From an optimization exercise on the open Yosys and OpenROAD flow, aimed at small area, a short achievable clock period and few clock cycles; shortcuts taken in it are not production practice.
No run shown here included a check of the RTL's function; only the layout flow was run.
No activity file was given, so power comes from the tool's default toggle rates.

## flow/design.v (module list and top-level ports; edited modules follow where they fit)
// module rtc_fields_to_epoch_seconds_unit: 1334 lines
module rtc_fields_to_epoch_seconds_unit (
  input  logic      clk,
  input  logic      rst,
  input  logic      start,
  output logic      busy,
  input  rfes_pkg::rfes_in_t  fields,
  output logic      done,
  output rfes_pkg::rfes_out_t result,
  input  logic      cfg_write,
  input  logic      cfg_index,
  input  logic      cfg_data
);
  // ...
==> flow/flow/run.sh <==
#!/bin/bash
# Standard layout, with the port buffers made of the smallest buffer cell and
# Yosys's generic fine-grained ABC pass skipped, so that the adders written as
# gates reach full-adder extraction as written.
set -euo pipefail
bash standard.sh SYNTH_ARGS=-noabc BUFFER_PORTS_ARGS="-buffer_cell sky130_fd_sc_hd__buf_1" finish > standard_flow.log 2>&1
==> flow/standard.sh <==
#!/bin/bash
# synth_recipe.tcl (not shown) runs the flow's synth.tcl, then flattens the netlist and writes it again
# the make line also repeats each setting of config.mk as NAME=value (left out here)
make -C /OpenROAD-flow-scripts/flow DESIGN_CONFIG=/design/flow/config.mk WORK_HOME=/design/flow/orfs CLKGATE_MAP_FILE= SYNTH_SCRIPT=/design/flow/synth_recipe.tcl "${@:-finish}"
==> flow/config.mk <==
export PLATFORM = sky130hd
export DESIGN_NAME = rtc_fields_to_epoch_seconds_unit
export DESIGN_NICKNAME = rtc_fields_to_epoch_seconds_unit
export VERILOG_FILES = /design/flow/design.v
export SDC_FILE = /design/flow/constraint.sdc
export NUM_CORES = 4
export LEC_CHECK = 0
export CAP_MARGIN = 20
export CORE_MARGIN = 2
export CORE_UTILIZATION = 40
export CTS_BUF_LIST = sky130_fd_sc_hd__clkbuf_8
export SETUP_SLACK_MARGIN = 3.5
export SLEW_MARGIN = 20
==> flow/constraint.sdc <==
create_clock -name core_clock -period 8.0 [get_ports {clk}]
set_input_delay 1.6000 -clock core_clock [delete_from_list [all_inputs] [get_ports {clk}]]
set_output_delay 1.6000 -clock core_clock [all_outputs]
set_load 0.01 [all_outputs]
==> flow_summary.toml, run 1 <==
[outcome]
status = "no timing/DRC/antenna violations"

[layout]
postLayoutCellArea_mm2 = 0.00710
signal_buffers = 87
stdcell_count = 919
final_util = 0.434
buffer_area_frac = 0.0460
layout_commonest_cell = "dfxtp_1"
reg_top3 = "mon_q (12), min_q (6), sec_q (6)"
largest_class = "multi-input combinational cells"

[floorplanning]
die_w_um = 133
core_mm2 = 0.0163
die_area_mm2 = 0.0176
die_y_um = 133

[global_routing]
grt_use_met3 = 0.0249
grt.total_usage = 0.160
use_met2 = 0.250
grt_pass1_vias = 4532
top_usage_layer = "met2"

[detailed_routing]
dr_wl_met2_mm = 6.00
vias = 4395
top_layer = "met4"
drt_pass1_iterations = 4
drc = 0

[synthesis]
synth_top_family_by_area = "adder cells"
synth_top_area_share = 0.279
yosys.area.top_type = "dfxtp_1"
ys.flop_type = "dfxtp_1"

[critical_path]
timing.rr.end = "lo_q_16$_DFF_P_"
crit_chain = "fa_1, a211o_1, o211ai_2, a21oi_2, or2_2, fa_1, xor2_1, buf_1"
worstRegToRegCells = 13
critical_path_depth = 8
critPathMaxStageDelay_ns = 0.49

[sta]
finalHoldViolCount = 0
drv_slew = 0
holdWs_ns = 0.334
max_slew.worst_pin.slew_ns = 0.566

[worst_hold_path]
hold_depth = 0
hold_path_end = "lo_q_1$_DFF_P_"

[clock_network]
clk_pin_slew_ns = 0.09
cts_hold_buf = 0
clk_latency_ns = 0.38

[power_and_ir_drop]
vdd_drop_max_v = 0.000296
power_leakage_nw = 3.19
power_leader = "combinational cells"
==> run 2: changes to the inputs <==
--- a/flow/design.v
+++ b/flow/design.v
@@ -943,16 +943,40 @@
   logic t428;
   logic t429;
   logic t430;
   logic t431;
   logic t432;
   logic t433;
   logic t434;
   logic t435;
+  logic t436;
+  logic t437;
+  logic t438;
+  logic t439;
+  logic t440;
+  logic t441;
+  logic t442;
+  logic t443;
+  logic t444;
+  logic t445;
+  logic t446;
+  logic t447;
+  logic t448;
+  logic t449;
+  logic t450;
+  logic t451;
+  logic t452;
+  logic t453;
+  logic t454;
+  logic t455;
+  logic t456;
+  logic t457;
+  logic t458;
+  logic t459;
   assign t161 = ~q_q[0] ^ day_q[0];
   assign t162 = ~q_q[0] & day_q[0];
   assign t163 = ~q_q[1] ^ day_q[1] ^ day_q[0];
   assign t164 = (~q_q[1] & day_q[1]) | (day_q[0] & (~q_q[1] ^ day_q[1]));
   assign t165 = ~q_q[2] ^ day_q[2];
   assign t166 = ~q_q[2] & day_q[2];
   assign t167 = ~q_q[3] ^ day_q[3] ^ day_q[2];
   assign t168 = (~q_q[3] & day_q[3]) | (day_q[2] & (~q_q[3] ^ day_q[3]));
@@ -1218,16 +1242,40 @@
   assign t428 = t330 ^ t403;
   assign t429 = t331 ^ t405;
   assign t430 = t332 ^ t407;
   assign t431 = t333 ^ t409;
   assign t432 = t334 ^ t411;
   assign t433 = t335 ^ t413;
   assign t434 = t336 ^ t415;
   assign t435 = t337 ^ t417;
+  assign t436 = t301 ^ t300;
+  assign t437 = t301 & t300;
+  assign t438 = t303 ^ t302;
+  assign t439 = t303 & t302;
+  assign t440 = t305 ^ t304;
+  assign t441 = t305 & t304;
+  assign t442 = t307 ^ t306;
+  assign t443 = t307 & t306;
+  assign t444 = t309 ^ t308;
+  assign t445 = t309 & t308;
+  assign t446 = t311 ^ t310;
+  assign t447 = t311 & t310;
+  assign t448 = t313 ^ t312;
+  assign t449 = t313 & t312;
+  assign t450 = t315 ^ t314;
+  assign t451 = t315 & t314;
+  assign t452 = t317 ^ t316;
+  assign t453 = t317 & t316;
+  assign t454 = t319 ^ t318;
+  assign t455 = t319 & t318;
+  assign t456 = q_q[1] ^ t320;
+  assign t457 = q_q[1] & t320;
+  assign t458 = q_q[2] ^ 1'b1;
+  assign t459 = q_q[2] & 1'b1;
   logic        v2_q;
   logic        err2_q;
   logic        lo_q_0;
   logic        lo_q_1;
   logic        lo_q_2;
   logic        lo_q_3;
   logic        lo_q_4;
   logic        lo_q_5;
@@ -1239,42 +1287,42 @@
   logic        lo_q_11;
   logic        lo_q_12;
   logic        lo_q_13;
   logic        lo_q_14;
   logic        lo_q_15;
   logic        lo_q_16;
   logic        lo_q_17;
   logic        cy_q;
-  logic        cs0_q_18;
-  logic        cs1_q_18;
-  logic        cs0_q_19;
-  logic        cs1_q_19;
-  logic        cs0_q_20;
-  logic        cs1_q_20;
-  logic        cs0_q_21;
-  logic        cs1_q_21;
-  logic        cs0_q_22;
-  logic        cs1_q_22;
-  logic        cs0_q_23;
-  logic        cs1_q_23;
-  logic        cs0_q_24;
-  logic        cs1_q_24;
-  logic        cs0_q_25;
-  logic        cs1_q_25;
-  logic        cs0_q_26;
-  logic        cs1_q_26;
-  logic        cs0_q_27;
-  logic        cs1_q_27;
-  logic        cs0_q_28;
-  logic        cs1_q_28;
-  logic        cs0_q_29;
-  logic        cs1_q_29;
-  logic        cs0_q_30;
-  logic        cs0_q_31;
+  logic        p_q_18;
+  logic        g_q_18;
+  logic        p_q_19;
+  logic        g_q_19;
+  logic        p_q_20;
+  logic        g_q_20;
+  logic        p_q_21;
+  logic        g_q_21;
+  logic        p_q_22;
+  logic        g_q_22;
+  logic        p_q_23;
+  logic        g_q_23;
+  logic        p_q_24;
+  logic        g_q_24;
+  logic        p_q_25;
+  logic        g_q_25;
+  logic        p_q_26;
+  logic        g_q_26;
+  logic        p_q_27;
+  logic        g_q_27;
+  logic        p_q_28;
+  logic        g_q_28;
+  logic        p_q_29;
+  logic        g_q_29;
+  logic        p_q_30;
+  logic        p_q_31;
   always_ff @(posedge clk) begin
     if (rst) begin
       v2_q <= 1'b0;
     end else begin
       v2_q <= v_q;
     end
   end
   always_ff @(posedge clk) begin
@@ -1293,67 +1341,43 @@
     lo_q_11 <= t428;
     lo_q_12 <= t429;
     lo_q_13 <= t430;
     lo_q_14 <= t431;
     lo_q_15 <= t432;
     lo_q_16 <= t433;
     lo_q_17 <= t434;
     cy_q <= t435;
-    cs0_q_18 <= t301;
-    cs1_q_18 <= t300;
-    cs0_q_19 <= t303;
-    cs1_q_19 <= t302;
-    cs0_q_20 <= t305;
-    cs1_q_20 <= t304;
-    cs0_q_21 <= t307;
-    cs1_q_21 <= t306;
-    cs0_q_22 <= t309;
-    cs1_q_22 <= t308;
-    cs0_q_23 <= t311;
-    cs1_q_23 <= t310;
-    cs0_q_24 <= t313;
-    cs1_q_24 <= t312;
-    cs0_q_25 <= t315;
-    cs1_q_25 <= t314;
-    cs0_q_26 <= t317;
-    cs1_q_26 <= t316;
-    cs0_q_27 <= t319;
-    cs1_q_27 <= t318;
-    cs0_q_28 <= q_q[1];
-    cs1_q_28 <= t320;
-    cs0_q_29 <= q_q[2];
-    cs1_q_29 <= 1'b1;
-    cs0_q_30 <= q_q[3];
-    cs0_q_31 <= q_q[4];
+    p_q_18 <= t436;
+    g_q_18 <= t437;
+    p_q_19 <= t438;
+    g_q_19 <= t439;
+    p_q_20 <= t440;
+    g_q_20 <= t441;
+    p_q_21 <= t442;
+    g_q_21 <= t443;
+    p_q_22 <= t444;
+    g_q_22 <= t445;
+    p_q_23 <= t446;
+    g_q_23 <= t447;
+    p_q_24 <= t448;
+    g_q_24 <= t449;
+    p_q_25 <= t450;
+    g_q_25 <= t451;
+    p_q_26 <= t452;
+    g_q_26 <= t453;
+    p_q_27 <= t454;
+    g_q_27 <= t455;
+    p_q_28 <= t456;
+    g_q_28 <= t457;
+    p_q_29 <= t458;
+    g_q_29 <= t459;
+    p_q_30 <= q_q[3];
+    p_q_31 <= q_q[4];
   end
-  logic t436;
-  logic t437;
-  logic t438;
-  logic t439;
-  logic t440;
-  logic t441;
-  logic t442;
-  logic t443;
-  logic t444;
-  logic t445;
-  logic t446;
-  logic t447;
-  logic t448;
-  logic t449;
-  logic t450;
-  logic t451;
-  logic t452;
-  logic t453;
-  logic t454;
-  logic t455;
-  logic t456;
-  logic t457;
-  logic t458;
-  logic t459;
   logic t460;
   logic t461;
   logic t462;
   logic t463;
   logic t464;
   logic t465;
   logic t466;
   logic t467;
@@ -1411,115 +1435,79 @@
   logic t519;
   logic t520;
   logic t521;
   logic t522;
   logic t523;
   logic t524;
   logic t525;
   logic t526;
-  logic t527;
-  logic t528;
-  logic t529;
-  logic t530;
-  logic t531;
-  logic t532;
-  assign t436 = cy_q ^ cy_q;
-  assign t437 = cs0_q_18 ^ cs1_q_18;
-  assign t438 = cs0_q_19 ^ cs1_q_19;
-  assign t439 = cs0_q_20 ^ cs1_q_20;
-  assign t440 = cs0_q_21 ^ cs1_q_21;
-  assign t441 = cs0_q_22 ^ cs1_q_22;
-  assign t442 = cs0_q_23 ^ cs1_q_23;
-  assign t443 = cs0_q_24 ^ cs1_q_24;
-  assign t444 = cs0_q_25 ^ cs1_q_25;
-  assign t445 = cs0_q_26 ^ cs1_q_26;
-  assign t446 = cs0_q_27 ^ cs1_q_27;
-  assign t447 = cs0_q_28 ^ cs1_q_28;
-  assign t448 = cs0_q_29 ^ cs1_q_29;
-  assign t449 = cs0_q_30 ^ 1'b0;
-  assign t450 = cs0_q_31 ^ 1'b0;
-  assign t451 = cy_q & cy_q;
-  assign t452 = cs0_q_18 & cs1_q_18;
-  assign t453 = cs0_q_19 & cs1_q_19;
-  assign t454 = cs0_q_20 & cs1_q_20;
-  assign t455 = cs0_q_21 & cs1_q_21;
-  assign t456 = cs0_q_22 & cs1_q_22;
-  assign t457 = cs0_q_23 & cs1_q_23;
-  assign t458 = cs0_q_24 & cs1_q_24;
-  assign t459 = cs0_q_25 & cs1_q_25;
-  assign t460 = cs0_q_26 & cs1_q_26;
-  assign t461 = cs0_q_27 & cs1_q_27;
-  assign t462 = cs0_q_28 & cs1_q_28;
-  assign t463 = cs0_q_29 & cs1_q_29;
-  assign t464 = cs0_q_30 & 1'b0;
-  assign t465 = cs0_q_31 & 1'b0;
-  assign t466 = t452 | (t437 & t451);
-  assign t467 = t437 & t436;
-  assign t468 = t454 | (t439 & t453);
-  assign t469 = t439 & t438;
-  assign t470 = t456 | (t441 & t455);
-  assign t471 = t441 & t440;
-  assign t472 = t458 | (t443 & t457);
-  assign t473 = t443 & t442;
-  assign t474 = t460 | (t445 & t459);
-  assign t475 = t445 & t444;
-  assign t476 = t462 | (t447 & t461);
-  assign t477 = t447 & t446;
-  assign t478 = t464 | (t449 & t463);
-  assign t479 = t449 & t448;
-  assign t480 = t453 | (t438 & t466);
-  assign t481 = t438 & t467;
-  assign t482 = t468 | (t469 & t466);
-  assign t483 = t469 & t467;
-  assign t484 = t457 | (t442 & t470);
-  assign t485 = t442 & t471;
-  assign t486 = t472 | (t473 & t470);
-  assign t487 = t473 & t471;
-  assign t488 = t461 | (t446 & t474);
-  assign t489 = t446 & t475;
-  assign t490 = t476 | (t477 & t474);
-  assign t491 = t477 & t475;
-  assign t492 = t465 | (t450 & t478);
-  assign t493 = t455 | (t440 & t482);
-  assign t494 = t440 & t483;
-  assign t495 = t470 | (t471 & t482);
-  assign t496 = t471 & t483;
-  assign t497 = t484 | (t485 & t482);
-  assign t498 = t485 & t483;
-  assign t499 = t486 | (t487 & t482);
-  assign t500 = t487 & t483;
-  assign t501 = t463 | (t448 & t490);
-  assign t502 = t448 & t491;
-  assign t503 = t478 | (t479 & t490);
-  assign t504 = t479 & t491;
-  assign t505 = t492 | (t450 & t490);
-  assign t506 = t459 | (t444 & t499);
-  assign t507 = t444 & t500;
-  assign t508 = t474 | (t475 & t499);
-  assign t509 = t475 & t500;
-  assign t510 = t488 | (t489 & t499);
-  assign t511 = t489 & t500;
-  assign t512 = t490 | (t491 & t499);
-  assign t513 = t491 & t500;
-  assign t514 = t501 | (t502 & t499);
-  assign t515 = t502 & t500;
-  assign t516 = t503 | (t504 & t499);
-  assign t517 = t504 & t500;
-  assign t518 = t505 | (t450 & t499);
-  assign t519 = t437 ^ t451;
-  assign t520 = t438 ^ t466;
-  assign t521 = t439 ^ t480;
-  assign t522 = t440 ^ t482;
-  assign t523 = t441 ^ t493;
-  assign t524 = t442 ^ t495;
-  assign t525 = t443 ^ t497;
-  assign t526 = t444 ^ t499;
-  assign t527 = t445 ^ t506;
-  assign t528 = t446 ^ t508;
-  assign t529 = t447 ^ t510;
-  assign t530 = t448 ^ t512;
-  assign t531 = t449 ^ t514;
-  assign t532 = t450 ^ t516;
-  assign epoch = {t532, t531, t530, t529, t528, t527, t526, t525, t524, t523, t522, t521, t520, t519, lo_q_17, lo_q_16, lo_q_15, lo_q_14, lo_q_13, lo_q_12, lo_q_11, lo_q_10, lo_q_9, lo_q_8, lo_q_7, lo_q_6, lo_q_5, lo_q_4, lo_q_3, lo_q_2, lo_q_1, lo_q_0};
+  assign t460 = g_q_18 | (p_q_18 & cy_q);
+  assign t461 = p_q_18 & 1'b0;
+  assign t462 = g_q_20 | (p_q_20 & g_q_19);
+  assign t463 = p_q_20 & p_q_19;
+  assign t464 = g_q_22 | (p_q_22 & g_q_21);
+  assign t465 = p_q_22 & p_q_21;
+  assign t466 = g_q_24 | (p_q_24 & g_q_23);
+  assign t467 = p_q_24 & p_q_23;
+  assign t468 = g_q_26 | (p_q_26 & g_q_25);
+  assign t469 = p_q_26 & p_q_25;
+  assign t470 = g_q_28 | (p_q_28 & g_q_27);
+  assign t471 = p_q_28 & p_q_27;
+  assign t472 = 1'b0 | (p_q_30 & g_q_29);
+  assign t473 = p_q_30 & p_q_29;
+  assign t474 = g_q_19 | (p_q_19 & t460);
+  assign t475 = p_q_19 & t461;
+  assign t476 = t462 | (t463 & t460);
+  assign t477 = t463 & t461;
+  assign t478 = g_q_23 | (p_q_23 & t464);
+  assign t479 = p_q_23 & t465;
+  assign t480 = t466 | (t467 & t464);
+  assign t481 = t467 & t465;
+  assign t482 = g_q_27 | (p_q_27 & t468);
+  assign t483 = p_q_27 & t469;
+  assign t484 = t470 | (t471 & t468);
+  assign t485 = t471 & t469;
+  assign t486 = 1'b0 | (p_q_31 & t472);
+  assign t487 = g_q_21 | (p_q_21 & t476);
+  assign t488 = p_q_21 & t477;
+  assign t489 = t464 | (t465 & t476);
+  assign t490 = t465 & t477;
+  assign t491 = t478 | (t479 & t476);
+  assign t492 = t479 & t477;
+  assign t493 = t480 | (t481 & t476);
+  assign t494 = t481 & t477;
+  assign t495 = g_q_29 | (p_q_29 & t484);
+  assign t496 = p_q_29 & t485;
+  assign t497 = t472 | (t473 & t484);
+  assign t498 = t473 & t485;
+  assign t499 = t486 | (p_q_31 & t484);
+  assign t500 = g_q_25 | (p_q_25 & t493);
+  assign t501 = p_q_25 & t494;
+  assign t502 = t468 | (t469 & t493);
+  assign t503 = t469 & t494;
+  assign t504 = t482 | (t483 & t493);
+  assign t505 = t483 & t494;
+  assign t506 = t484 | (t485 & t493);
+  assign t507 = t485 & t494;
+  assign t508 = t495 | (t496 & t493);
+  assign t509 = t496 & t494;
+  assign t510 = t497 | (t498 & t493);
+  assign t511 = t498 & t494;
+  assign t512 = t499 | (p_q_31 & t493);
+  assign t513 = p_q_18 ^ cy_q;
+  assign t514 = p_q_19 ^ t460;
+  assign t515 = p_q_20 ^ t474;
+  assign t516 = p_q_21 ^ t476;
+  assign t517 = p_q_22 ^ t487;
+  assign t518 = p_q_23 ^ t489;
+  assign t519 = p_q_24 ^ t491;
+  assign t520 = p_q_25 ^ t493;
+  assign t521 = p_q_26 ^ t500;
+  assign t522 = p_q_27 ^ t502;
+  assign t523 = p_q_28 ^ t504;
+  assign t524 = p_q_29 ^ t506;
+  assign t525 = p_q_30 ^ t508;
+  assign t526 = p_q_31 ^ t510;
+  assign epoch = {t526, t525, t524, t523, t522, t521, t520, t519, t518, t517, t516, t515, t514, t513, lo_q_17, lo_q_16, lo_q_15, lo_q_14, lo_q_13, lo_q_12, lo_q_11, lo_q_10, lo_q_9, lo_q_8, lo_q_7, lo_q_6, lo_q_5, lo_q_4, lo_q_3, lo_q_2, lo_q_1, lo_q_0};
   assign done   = v2_q;
   assign result = {epoch, err2_q};
 endmodule
--- a/flow/config.mk
+++ b/flow/config.mk
@@ -4,10 +4,10 @@
 export VERILOG_FILES = /design/flow/design.v
 export SDC_FILE = /design/flow/constraint.sdc
 export NUM_CORES = 4
 export LEC_CHECK = 0
 export CAP_MARGIN = 20
 export CORE_MARGIN = 2
 export CORE_UTILIZATION = 40
 export CTS_BUF_LIST = sky130_fd_sc_hd__clkbuf_8
-export SETUP_SLACK_MARGIN = 3.5
+export SETUP_SLACK_MARGIN = 4.2
 export SLEW_MARGIN = 20
==> run 2 against run 1 <==
  * First-iteration DRC count shrank 9.2%
  * Sequential power rose by 4.0%
  * Hold slack lost 0.0013 ns
  * Register-to-register slack improved by 0.23 ns
  * Critical path depth unchanged
  * Sequential cell count increased by 1
  * Synthesized area decreased by 0.95%
  * Fmax is 14% higher
  * Critical endpoint is now result[31]
  * Largest cell class unchanged
  * Largest power group unchanged
==> flow_summary.toml, run 2 <==
[clock_network]
cts_hold_buf = 0
clk_pin_slew_ns = 0.10
cts_root_buf = "clkbuf_8"
cts_max_level = 3
cts_sinks = 93
numCtsBuffers = 9
clk_latency_ns = 0.38
cts_tree = "yes"
cts_buffer_depth = 2

[outcome]
status = "no timing/DRC/antenna violations"

[placement]
place_congestion = 0.860
dp_cells = 890
dp_hpwl_mm = 11.8
dp_slack_ns = 4.02
port_buffers = 87
place_area_mm2 = 0.00684

[sta]
fin_tns_setup_ns = 0
finalCritPeriodShare = 0.474
setup_viol = 0
drv_slew = 0
rsz0062_at_grt = "true"
fin_crit_ns = 3.79
max_slew.worst_pin.slew_ns = 0.914
fmax_mhz = 264
holdWs_ns = 0.333
skew_ns = 0.0167
relSlewSlack = 0.390
finalHoldViolCount = 0
fin_ws_ns = 4.21

[global_routing]
grt_pass1_vias = 4757
antenna_found_initial = 0
grt.total_usage = 0.171
grt_max_degree = 30
grt_pass1_wl_mm = 23.6
overflow = 0

[critical_path]
crit_family = "compound AO/OA/AOI/OAI gates"
end_kind = "output pin"
cp.arrival_ns = 2.19
critPathMaxFanout = 2
critPathMaxStageDelay_ns = 0.34
crit_slowest_cell = "dfxtp_2"
crit_chain = "ha_4, o211ai_1, a21oi_2, o2111ai_2, a31oi_2, buf_4, o31a_1, buf_2"
critPathBufInv = 2
crit_required_ns = 6.40
timing_worst_setup_path_type = "reg2out"
cp-start-kind = "flip-flop"

[detailed_routing]
drt_pass1_iterations = 4
avgViaCountPerCell = 4.88
drtIter0Drc = 157
vias = 4451
drt_wl_total_mm = 14.4
drc = 0
wl_per_cell_um = 15.8
final_antenna_net_count = 0

[synthesis]
synth_top_area_share = 0.284
yosysMostFrequentCell = "dfxtp_1"
yosys.area.top_type = "dfxtp_1"
async_reset_ff_frac = 0
netlist_top_cells_count = "93 x dfxtp_1, 78 x fa_1, 73 x inv_1"
synth_warnings = 1
synth_nets = 825
synth_area_leaders = "dfxtp_1 28%, fa_1 24%, ha_1 12%"
avgSynthCellArea_um2 = 10.4
synthDistinctLibCells = 69
synth_cells = 630
synth_area_mm2 = 0.00655
synth_edf_count = 0
ys.flop_type = "dfxtp_1"
ys_ff_latch = 93
ys_seq_area_frac = 0.284

[power_and_ir_drop]
power_density_mw_per_mm2 = 512
fin_total_pwr_mw = 3.76
vdd_drop_max_v = 0.000337
power_leakage_nw = 3.26

[floorplanning]
die_y_um = 132
core_mm2 = 0.0159
start_util = 0.411
die_area_mm2 = 0.0174
ios = 89
die_w_um = 132
num_rows = 46

[layout]
postLayoutCellArea_mm2 = 0.00733
final_cell_mix = "83 x dfxtp_1, 81 x buf_1, 74 x fa_1, 71 x inv_1, 56 x ha_1"
nFillCells = 1535
drive_gt1_frac = 0.131
syn_to_final_growth_pct = 11.9
layout_commonest_cell = "dfxtp_1"
largest_reg_flops = 12
final_nets = 886
reg_top3 = "mon_q (12), min_q (6), sec_q (6)"
largest-register = "mon_q"
num_antenna_cells = 0
final_util = 0.460
stdcell_count = 912

[flow_run]
maxCapViolCount = 0

[worst_hold_path]
hp-class = "reg2reg"
## run 2: final cells by class
class	count	area [um^2]	area share
inverters	74	278	0.0379
repair buffers	93	379	0.0517
well taps	216	270	0.0369
clock buffers	12	165	0.0225
multi-input cells	420	4300	0.587
clock inverters	4	52.6	0.00717
flip-flops and latches	93	1890	0.257
## run 2: worst paths after layout
check | end | start | depth (start not counted) | slack (ns)
setup / recovery | result[31] | p_q_18$_DFF_P_ | 8 | 4.21
hold / removal | lo_q_0$_DFF_P_ | sec_q[0]$_DFF_P_ | 0 | 0.33
setup reg to reg | lo_q_16$_DFF_P_ | day_q[4]$_DFF_P_ | 12 | 4.24
hold reg to reg | lo_q_0$_DFF_P_ | sec_q[0]$_DFF_P_ | 0 | 0.33
## run 2: logic make-up after synthesis
kind of cell	Yosys count	synth area share
AOI/OAI and AO/OA	98	0.104
buffers and inverters	117	0.0894
xor gates and xnor gates	32	0.0428
DFF	93	0.284
and+or+nand+nor	145	0.115
adders and majority gates	141	0.359
other	1	0.000573
muxes	3	0.00497
## run 2: metal layers
metal / routed length [um] / global-route usage / up-vias / part of all wire
li1: - / - / 2188 / -
met1: 6560 / 0.223 / 2124 / 0.46
met2: 6960 / 0.286 / 128 / 0.48
met3: 699 / 0.0411 / 11 / 0.049
met4: 181 / 0.0411 / 0 / 0.013
met5: 0 / 0 / - / 0
## run 2: where the power goes
part,internal (mW),leakage [nW],total [mW],switching [mW]
registers,0.653,0.780,0.758,0.105
logic,1.31,2.36,2.66,1.35
clock network,0.171,0.113,0.340,0.169
## run 2: timing repair
item	in CTS	in global routing
resized for setup	37	24
setup endpoints to repair	14	14
pin swaps	13	16
setup buffers	3	3

==> afterwards: timing with drivers on the ports <==
The flow's constraints put no driver on any port. The routed layouts listed below were extracted and timed again, unchanged, in two steps.
Step 1, drivers: a clkbuf_16 drives clk and a buf_2 each remaining input, both assumed.
Step 2 also shifts input and output timing later by t, the mid clock arrival at the registers, as if the neighbouring blocks saw the same clock.
Three values: ideal, step 1, step 2; two values: the first two.
run	t (ns)	setup slack, ns	worst register clock-pin slew, ns	cell pins on the clock port's net
run 1	0.403	3.693 / 3.658 / 4.013	0.10 / 0.10	1
run 2	0.403	4.211 / 4.177 / 4.238	0.10 / 0.10	1
After both steps setup and hold are still met in every run listed.
